Context: an optimization exercise on an open-source flow, tuned for small area, a short achievable clock period and few clock cycles per item. The choices shown serve that exercise and are no tape-out recipe.
Where RTL was checked, it was by simulation tests only, not by an equivalence proof against the original.

the reference run:
==> module ece571f23_g5_aes_subbytes_seq, before the edit <==
module ece571f23_g5_aes_subbytes_seq (
  input  logic         clk,
  input  logic         rst,
  input  logic         in_valid,
  output logic         in_ready,
  input  logic         in_inverse,
  input  logic [127:0] datain,
  output logic         out_valid,
  input  logic         out_ready,
  output logic [127:0] dataout,
  output logic         busy
);
  logic         sk_v_q, sk_v_d, rdy_q, busy_q, v1_q, v1_d, v2_q, v2_d;
  logic         sk_inv_q, inv1_q;
  logic [127:0] x_d, sk_x_q, x_q, y, res_d, res_q;
  logic         acc, ld2, ld1, src_v, src_inv;
  logic [127:0] src_x;
  for (genvar k = 0; k < 16; k++) begin : g_lane
    ece571f23_g5_aes_sbox_in u_in (
      .a   (datain[8*k +: 8]),
      .inv (in_inverse),
      .x   (x_d[8*k +: 8])
    );
    ece571f23_g5_aes_gf_inv u_inv (
      .x (x_q[8*k +: 8]),
      .y (y[8*k +: 8])
    );
    ece571f23_g5_aes_sbox_out u_out (
      .y   (y[8*k +: 8]),
      .inv (inv1_q),
      .s   (res_d[8*k +: 8])
    );
  end
  assign acc = in_valid && !sk_v_q;    
  assign ld2 = !v2_q || out_ready;     
  assign ld1 = !v1_q || ld2;           
  assign src_v   = sk_v_q || acc;
  assign src_x   = sk_v_q ? sk_x_q   : x_d;
  assign src_inv = sk_v_q ? sk_inv_q : in_inverse;
  always_comb begin
    if (sk_v_q) sk_v_d = !ld1;
    else        sk_v_d = acc && !ld1;
    v1_d = ld1 ? src_v : v1_q;
    v2_d = ld2 ? v1_q  : v2_q;
  end
  always_ff @(posedge clk) begin
    if (rst) begin
      sk_v_q <= 1'b0;
      rdy_q  <= 1'b1;
      busy_q <= 1'b0;
      v1_q   <= 1'b0;
      v2_q   <= 1'b0;
    end else begin
      sk_v_q <= sk_v_d;
      rdy_q  <= !sk_v_d;
      busy_q <= sk_v_d || v1_d || v2_d;
      v1_q   <= v1_d;
      v2_q   <= v2_d;
    end
  end
  always_ff @(posedge clk) begin
    if (!sk_v_q) begin
      sk_x_q   <= x_d;
      sk_inv_q <= in_inverse;
    end
  end
  always_ff @(posedge clk) begin
    if (ld1 && src_v) begin
      x_q    <= src_x;
      inv1_q <= src_inv;
    end
  end
  always_ff @(posedge clk) begin
    if (ld2 && v1_q) begin
      res_q <= res_d;
    end
  end
  assign in_ready  = rdy_q;
  assign out_valid = v2_q;
  assign dataout   = res_q;
  assign busy      = busy_q;
endmodule
clock: 17.5 ns
lec_check: 0
cap_margin: 20
core_margin: 2
core_utilization: 60
cts_buf_list: sky130_fd_sc_hd__clkbuf_4
cts_cluster_size: 30
place_density: 0.75
setup_slack_margin: 1.0
slew_margin: 20
standard.sh (not shown) runs the stock make flow with config.mk's settings and CLKGATE_MAP_FILE= SYNTH_SCRIPT=/design/flow/synth_recipe.tcl, a recipe that flattens the netlist after the stock synthesis.
==> flow/flow/run.sh <==
#!/bin/bash
# Layout flow: the standard flow (standard.sh), with one change to synthesis:
# ABC maps the logic with an area-recovering script (flow/abc_area.script)
# instead of ORFS's delay script. Registers are mapped before ABC, so they are
# the standard synthesis's registers, with the same names and cells.
set -euo pipefail
W=$(pwd)
cat > "$W/area_synth.tcl" <<TCL
proc abc {args} {
  set i [lsearch -exact \$args -script]
  if {\$i >= 0} {
    set args [lreplace \$args \$i [expr {\$i + 1}] -script $W/flow/abc_area.script]
  }
  yosys abc {*}\$args
}
source $W/synth_recipe.tcl
TCL
bash "$W/standard.sh" SYNTH_SCRIPT="$W/area_synth.tcl" BUFFER_PORTS_ARGS="-buffer_cell sky130_fd_sc_hd__buf_1" ADDER_MAP_FILE= finish > "$W/standard_flow.log" 2>&1
==> flow/flow/abc_area.script <==
strash
&get -n
&dch -f
&nf -R 1000
&put
strash
&get -n
&dch -f
&nf -R 1000
&put
Testbench counts of the reference run, summed over its fixed seeds: cycles 1,040, items 1,024.
Setup changes, the reference run to the trial run
--- a/flow/design.v
+++ b/flow/design.v
@@ -142,13 +142,13 @@
   input  logic [127:0] datain,
   output logic         out_valid,
   input  logic         out_ready,
   output logic [127:0] dataout,
   output logic         busy
 );
-  logic         sk_v_q, sk_v_d, rdy_q, busy_q, v1_q, v1_d, v2_q, v2_d;
+  logic         sk_v_q, sk_v_d, rdy_q, v1_q, v2_q;
   logic         sk_inv_q, inv1_q;
   logic [127:0] x_d, sk_x_q, x_q, y, res_d, res_q;
   logic         acc, ld2, ld1, src_v, src_inv;
   logic [127:0] src_x;
   for (genvar k = 0; k < 16; k++) begin : g_lane
     ece571f23_g5_aes_sbox_in u_in (
@@ -172,28 +172,24 @@
   assign src_v   = sk_v_q || acc;
   assign src_x   = sk_v_q ? sk_x_q   : x_d;
   assign src_inv = sk_v_q ? sk_inv_q : in_inverse;
   always_comb begin
     if (sk_v_q) sk_v_d = !ld1;
     else        sk_v_d = acc && !ld1;
-    v1_d = ld1 ? src_v : v1_q;
-    v2_d = ld2 ? v1_q  : v2_q;
   end
   always_ff @(posedge clk) begin
     if (rst) begin
       sk_v_q <= 1'b0;
       rdy_q  <= 1'b1;
-      busy_q <= 1'b0;
       v1_q   <= 1'b0;
       v2_q   <= 1'b0;
     end else begin
       sk_v_q <= sk_v_d;
       rdy_q  <= !sk_v_d;
-      busy_q <= sk_v_d || v1_d || v2_d;
-      v1_q   <= v1_d;
-      v2_q   <= v2_d;
+      if (ld2) v2_q <= v1_q;
+      if (ld1) v1_q <= src_v;
     end
   end
   always_ff @(posedge clk) begin
     if (!sk_v_q) begin
       sk_x_q   <= x_d;
       sk_inv_q <= in_inverse;
@@ -210,8 +206,8 @@
       res_q <= res_d;
     end
   end
   assign in_ready  = rdy_q;
   assign out_valid = v2_q;
   assign dataout   = res_q;
-  assign busy      = busy_q;
-endmodule
+  assign busy      = sk_v_q || v1_q || v2_q;
+endmodule
Row met1 track demand over resource in global routing: the trial run higher / the reference run lower. Width of the chip delta (the reference run -> the trial run): insignificant. Higher clock-buffer cell count among the reference run and the trial run: the trial run. Between the trial run and the reference run, the fraction of area in registers figures differ only marginally. Going from the reference run to the trial run, post-synthesis instance total has decreased, least setup slack across all paths after layout has increased, total number of sequential cells has remained practically unchanged, area of all placed cells without fillers has decreased. Post-synthesis net count, the reference run and the trial run: smaller value in the trial run.
Testbench counts of the trial run, summed over its fixed seeds: cycles 1,040, items 1,024.

* * *

The RTL this note starts from:
==> flow/design.v <==
package ece571f23_g5_aes_pkg;
  localparam int AES_STATE_BYTES = 16;
endpackage
module ece571f23_g5_aes_sbox_in (
  input  logic [7:0] a,
  input  logic       inv,
  output logic [7:0] x
);
  wire t0 = a[4] ^ a[6];
  wire t1 = a[4] ^ a[7];
  wire t2 = a[6] ^ t1;
  wire t3 = a[0] ^ a[1];
  wire t4 = t0 ^ t3;
  wire t5 = a[5] ^ t4;
  wire t6 = a[1] ^ t5;
  wire t7 = a[4] ^ t5;
  wire t8 = a[1] ^ t7;
  wire t9 = a[7] ^ t8;
  wire t10 = a[3] ^ t3;
  wire t11 = a[6] ^ t10;
  wire t12 = a[2] ^ t11;
  wire t13 = t1 ^ t10;
  wire t14 = a[2] ^ a[7];
  wire t15 = a[5] ^ t14;
  wire t16 = t7 ^ t14;
  wire t17 = t8 ^ t10;
  wire t18 = t5 ^ t17;
  assign x[0] = inv ? (t0 ^ 1'b1) : (t7);
  assign x[1] = inv ? (t11 ^ 1'b1) : (t9);
  assign x[2] = inv ? (t1) : (t16);
  assign x[3] = inv ? (t4 ^ 1'b1) : (t6);
  assign x[4] = inv ? (t18 ^ 1'b1) : (t8);
  assign x[5] = inv ? (t5) : (t12);
  assign x[6] = inv ? (t2 ^ 1'b1) : (t13);
  assign x[7] = inv ? (t15 ^ 1'b1) : (a[0]);
endmodule
module ece571f23_g5_aes_gf_inv_pre (
  input  logic [7:0]  x,
  output logic [11:0] p
);
  function automatic logic [1:0] m4(input logic [1:0] a, input logic [1:0] b);
    logic e;
    e  = (a[1] ^ a[0]) & (b[1] ^ b[0]);
    m4 = {(a[1] & b[1]) ^ e, (a[0] & b[0]) ^ e};
  endfunction
  function automatic logic [1:0] k4(input logic [1:0] a);
    k4 = {a[1] ^ a[0], a[1]};
  endfunction
  function automatic logic [3:0] m16(input logic [3:0] a, input logic [3:0] b);
    logic [1:0] e;
    e   = k4(m4(a[3:2] ^ a[1:0], b[3:2] ^ b[1:0]));
    m16 = {m4(a[3:2], b[3:2]) ^ e, m4(a[1:0], b[1:0]) ^ e};
  endfunction
  function automatic logic [3:0] sqnu(input logic [3:0] v);
    sqnu = {v[0] ^ v[2], v[1] ^ v[3], v[1], v[0] ^ v[1]};
  endfunction
  assign p = {x, m16(x[7:4], x[3:0]) ^ sqnu(x[7:4] ^ x[3:0])};
endmodule
module ece571f23_g5_aes_gf_inv_post (
  input  logic [11:0] p,
  output logic [7:0]  y
);
  function automatic logic [1:0] m4(input logic [1:0] a, input logic [1:0] b);
    logic e;
    e  = (a[1] ^ a[0]) & (b[1] ^ b[0]);
    m4 = {(a[1] & b[1]) ^ e, (a[0] & b[0]) ^ e};
  endfunction
  function automatic logic [1:0] k4(input logic [1:0] a);
    k4 = {a[1] ^ a[0], a[1]};
  endfunction
  function automatic logic [3:0] m16(input logic [3:0] a, input logic [3:0] b);
    logic [1:0] e;
    e   = k4(m4(a[3:2] ^ a[1:0], b[3:2] ^ b[1:0]));
    m16 = {m4(a[3:2], b[3:2]) ^ e, m4(a[1:0], b[1:0]) ^ e};
  endfunction
  function automatic logic [3:0] inv16(input logic [3:0] a);
    logic [1:0] s, d, di;
    s     = a[3:2] ^ a[1:0];
    d     = m4(a[3:2], a[1:0]) ^ k4({s[0], s[1]});
    di    = {d[0], d[1]};
    inv16 = {m4(a[1:0], di), m4(a[3:2], di)};
  endfunction
  logic [3:0] di;
  assign di = inv16(p[3:0]);
  assign y  = {m16(p[7:4], di), m16(p[11:8], di)};
endmodule
module ece571f23_g5_aes_gf_inv (
  input  logic [7:0] x,
  output logic [7:0] y
);
  logic [11:0] p;
  ece571f23_g5_aes_gf_inv_pre  u_pre  (.x(x), .p(p));
  ece571f23_g5_aes_gf_inv_post u_post (.p(p), .y(y));
endmodule
module ece571f23_g5_aes_sbox_out (
  input  logic [7:0] y,
  input  logic       inv,
  output logic [7:0] s
);
  wire t0 = y[0] ^ y[4];
  wire t1 = y[0] ^ y[6];
  wire t2 = y[1] ^ y[4];
  wire t3 = y[0] ^ t2;
  wire t4 = y[2] ^ y[6];
  wire t5 = y[0] ^ t4;
  wire t6 = y[2] ^ t3;
  wire t7 = y[3] ^ y[4];
  wire t8 = y[1] ^ t7;
  wire t9 = y[3] ^ y[5];
  wire t10 = y[4] ^ t5;
  wire t11 = t8 ^ t10;
  wire t12 = t9 ^ t10;
  wire t13 = y[7] ^ t1;
  wire t14 = t8 ^ t13;
  wire t15 = t9 ^ t13;
  wire t16 = y[2] ^ t15;
  assign s[0] = inv ? (y[7]) : (t8 ^ 1'b1);
  assign s[1] = inv ? (t0) : (t3 ^ 1'b1);
  assign s[2] = inv ? (t6) : (t15);
  assign s[3] = inv ? (t14) : (t11);
  assign s[4] = inv ? (t7) : (t5);
  assign s[5] = inv ? (t16) : (t9 ^ 1'b1);
  assign s[6] = inv ? (t12) : (t4 ^ 1'b1);
  assign s[7] = inv ? (t2) : (t1);
endmodule
module ece571f23_g5_aes_sbox (
  output logic [7:0] out,
  input  logic [7:0] in,
  input  logic       inv
);
  logic [7:0] x, y;
  ece571f23_g5_aes_sbox_in  u_in  (.a(in), .inv(inv), .x(x));
  ece571f23_g5_aes_gf_inv   u_inv (.x(x), .y(y));
  ece571f23_g5_aes_sbox_out u_out (.y(y), .inv(inv), .s(out));
endmodule
module ece571f23_g5_aes_inv_sbox
(
  output logic [7:0] out,
  input  logic [7:0] in
);
  ece571f23_g5_aes_sbox u_sbox (
    .out (out),
    .in  (in),
    .inv (1'b1)
  );
endmodule
module ece571f23_g5_aes_subbytes_seq (
  input  logic         clk,
  input  logic         rst,
  input  logic         in_valid,
  output logic         in_ready,
  input  logic         in_inverse,
  input  logic [127:0] datain,
  output logic         out_valid,
  input  logic         out_ready,
  output logic [127:0] dataout,
  output logic         busy
);
  logic         sk_v_q, sk_v_d, rdy_q, busy_q, v1_q, v1_d, v2_q, v2_d;
  logic         sk_inv_q, inv1_q;
  logic [127:0] x_d, sk_x_q, x_q, y, res_d, res_q;
  logic         acc, ld2, ld1, src_v, src_inv;
  logic [127:0] src_x;
  for (genvar k = 0; k < 16; k++) begin : g_lane
    ece571f23_g5_aes_sbox_in u_in (
      .a   (datain[8*k +: 8]),
      .inv (in_inverse),
      .x   (x_d[8*k +: 8])
    );
    ece571f23_g5_aes_gf_inv u_inv (
      .x (x_q[8*k +: 8]),
      .y (y[8*k +: 8])
    );
    ece571f23_g5_aes_sbox_out u_out (
      .y   (y[8*k +: 8]),
      .inv (inv1_q),
      .s   (res_d[8*k +: 8])
    );
  end
  assign acc = in_valid && !sk_v_q;    
  assign ld2 = !v2_q || out_ready;     
  assign ld1 = !v1_q || ld2;           
  assign src_v   = sk_v_q || acc;
  assign src_x   = sk_v_q ? sk_x_q   : x_d;
  assign src_inv = sk_v_q ? sk_inv_q : in_inverse;
  always_comb begin
    if (sk_v_q) sk_v_d = !ld1;
    else        sk_v_d = acc && !ld1;
    v1_d = ld1 ? src_v : v1_q;
    v2_d = ld2 ? v1_q  : v2_q;
  end
  always_ff @(posedge clk) begin
    if (rst) begin
      sk_v_q <= 1'b0;
      rdy_q  <= 1'b1;
      busy_q <= 1'b0;
      v1_q   <= 1'b0;
      v2_q   <= 1'b0;
    end else begin
      sk_v_q <= sk_v_d;
      rdy_q  <= !sk_v_d;
      busy_q <= sk_v_d || v1_d || v2_d;
      v1_q   <= v1_d;
      v2_q   <= v2_d;
    end
  end
  always_ff @(posedge clk) begin
    if (!sk_v_q) begin
      sk_x_q   <= x_d;
      sk_inv_q <= in_inverse;
    end
  end
  always_ff @(posedge clk) begin
    if (ld1 && src_v) begin
      x_q    <= src_x;
      inv1_q <= src_inv;
    end
  end
  always_ff @(posedge clk) begin
    if (ld2 && v1_q) begin
      res_q <= res_d;
    end
  end
  assign in_ready  = rdy_q;
  assign out_valid = v2_q;
  assign dataout   = res_q;
  assign busy      = busy_q;
endmodule
clock: 17.5 ns
lec_check: 0
cap_margin: 20
core_margin: 2
core_utilization: 60
cts_buf_list: sky130_fd_sc_hd__clkbuf_4
cts_cluster_size: 30
place_density: 0.75
setup_slack_margin: 1.0
slew_margin: 20
==> flow/flow/run.sh <==
#!/bin/bash
# Layout flow: the standard flow (standard.sh, ORFS from synthesis to the
# final layout), run with these changes:
#  - synthesis: the standard flow's synthesis script (synth_recipe.tcl) unchanged, except
#    that ABC maps the logic with an area-recovering script
#    (flow/abc_area.script) instead of ORFS's delay script, and Yosys's
#    half/full-adder extraction is off (ADDER_MAP_FILE empty), so the S-box
#    XOR/AND logic is left to ABC. Flip-flops are mapped before ABC, so the
#    registers are the standard synthesis's, with the same names and cells.
#  - port buffers: every input and output still gets a buffer, as a
#    sky130_fd_sc_hd__buf_1 instead of ORFS's default choice.
set -euo pipefail
W=$(pwd)
cat > "$W/area_synth.tcl" <<TCL
proc abc {args} {
  set i [lsearch -exact \$args -script]
  if {\$i >= 0} {
    set args [lreplace \$args \$i [expr {\$i + 1}] -script $W/flow/abc_area.script]
  }
  yosys abc {*}\$args
}
source $W/synth_recipe.tcl
TCL
bash "$W/standard.sh" SYNTH_SCRIPT="$W/area_synth.tcl" BUFFER_PORTS_ARGS="-buffer_cell sky130_fd_sc_hd__buf_1" ADDER_MAP_FILE= SETUP_SLACK_MARGIN=12.2 finish > "$W/standard_flow.log" 2>&1
Scripts as last shown in full above: flow/flow/abc_area.script
Testbench counts at the start, summed over its fixed seeds: cycles 1,040, items 1,024.
Change:
--- a/flow/design.v
+++ b/flow/design.v
@@ -210,15 +210,15 @@
       sk_inv_q <= in_inverse;
     end
   end
   always_ff @(posedge clk) begin
-    if (ld1 && src_v) begin
+    if (ld1) begin
       x_q    <= src_x;
       inv1_q <= src_inv;
     end
   end
   always_ff @(posedge clk) begin
-    if (ld2 && v1_q) begin
+    if (ld2) begin
       res_q <= res_d;
     end
   end
   assign in_ready  = rdy_q;
- worst hold slack barely changes
- clock skew falls by 10 ps
- core utilization rises by 0.22 points
- global-route usage hardly moves
The RTL of the second run of this note was laid out without a check of its function.

==> re-timing with driven ports <==
The results above use ideal ports. As a check the final layouts listed here were re-extracted and re-timed, cells and wires unchanged. Step 1 assumes that a clkbuf_16 drives the clock port and a buf_2 every other input. Step 2, shift: input delay + t, output delay - t, t = (earliest + latest rising clock arrival at the registers) / 2. This alone moves slack from input paths to output paths. Slacks: ideal ports / drivers / drivers and shift; pairs: ideal ports / drivers.
run | t, ns | setup WS [ns] | worst setup path at the end
the reference run | 0.893 | 11.809 / 11.840 / 10.947 | input to register
the trial run | 0.868 | 12.068 / 12.068 / 11.407 | input to register
the first run of note 2 | 0.885 | 12.450 / 12.450 / 11.603 | input to register
the second run of note 2 | 0.889 | 12.268 / 12.268 / 11.725 | input to register
After both steps every run listed still meets setup and hold. For the reference run, which loses most, drivers alone change the setup slack by +0.031 ns; drivers and shift together by -0.862 ns.
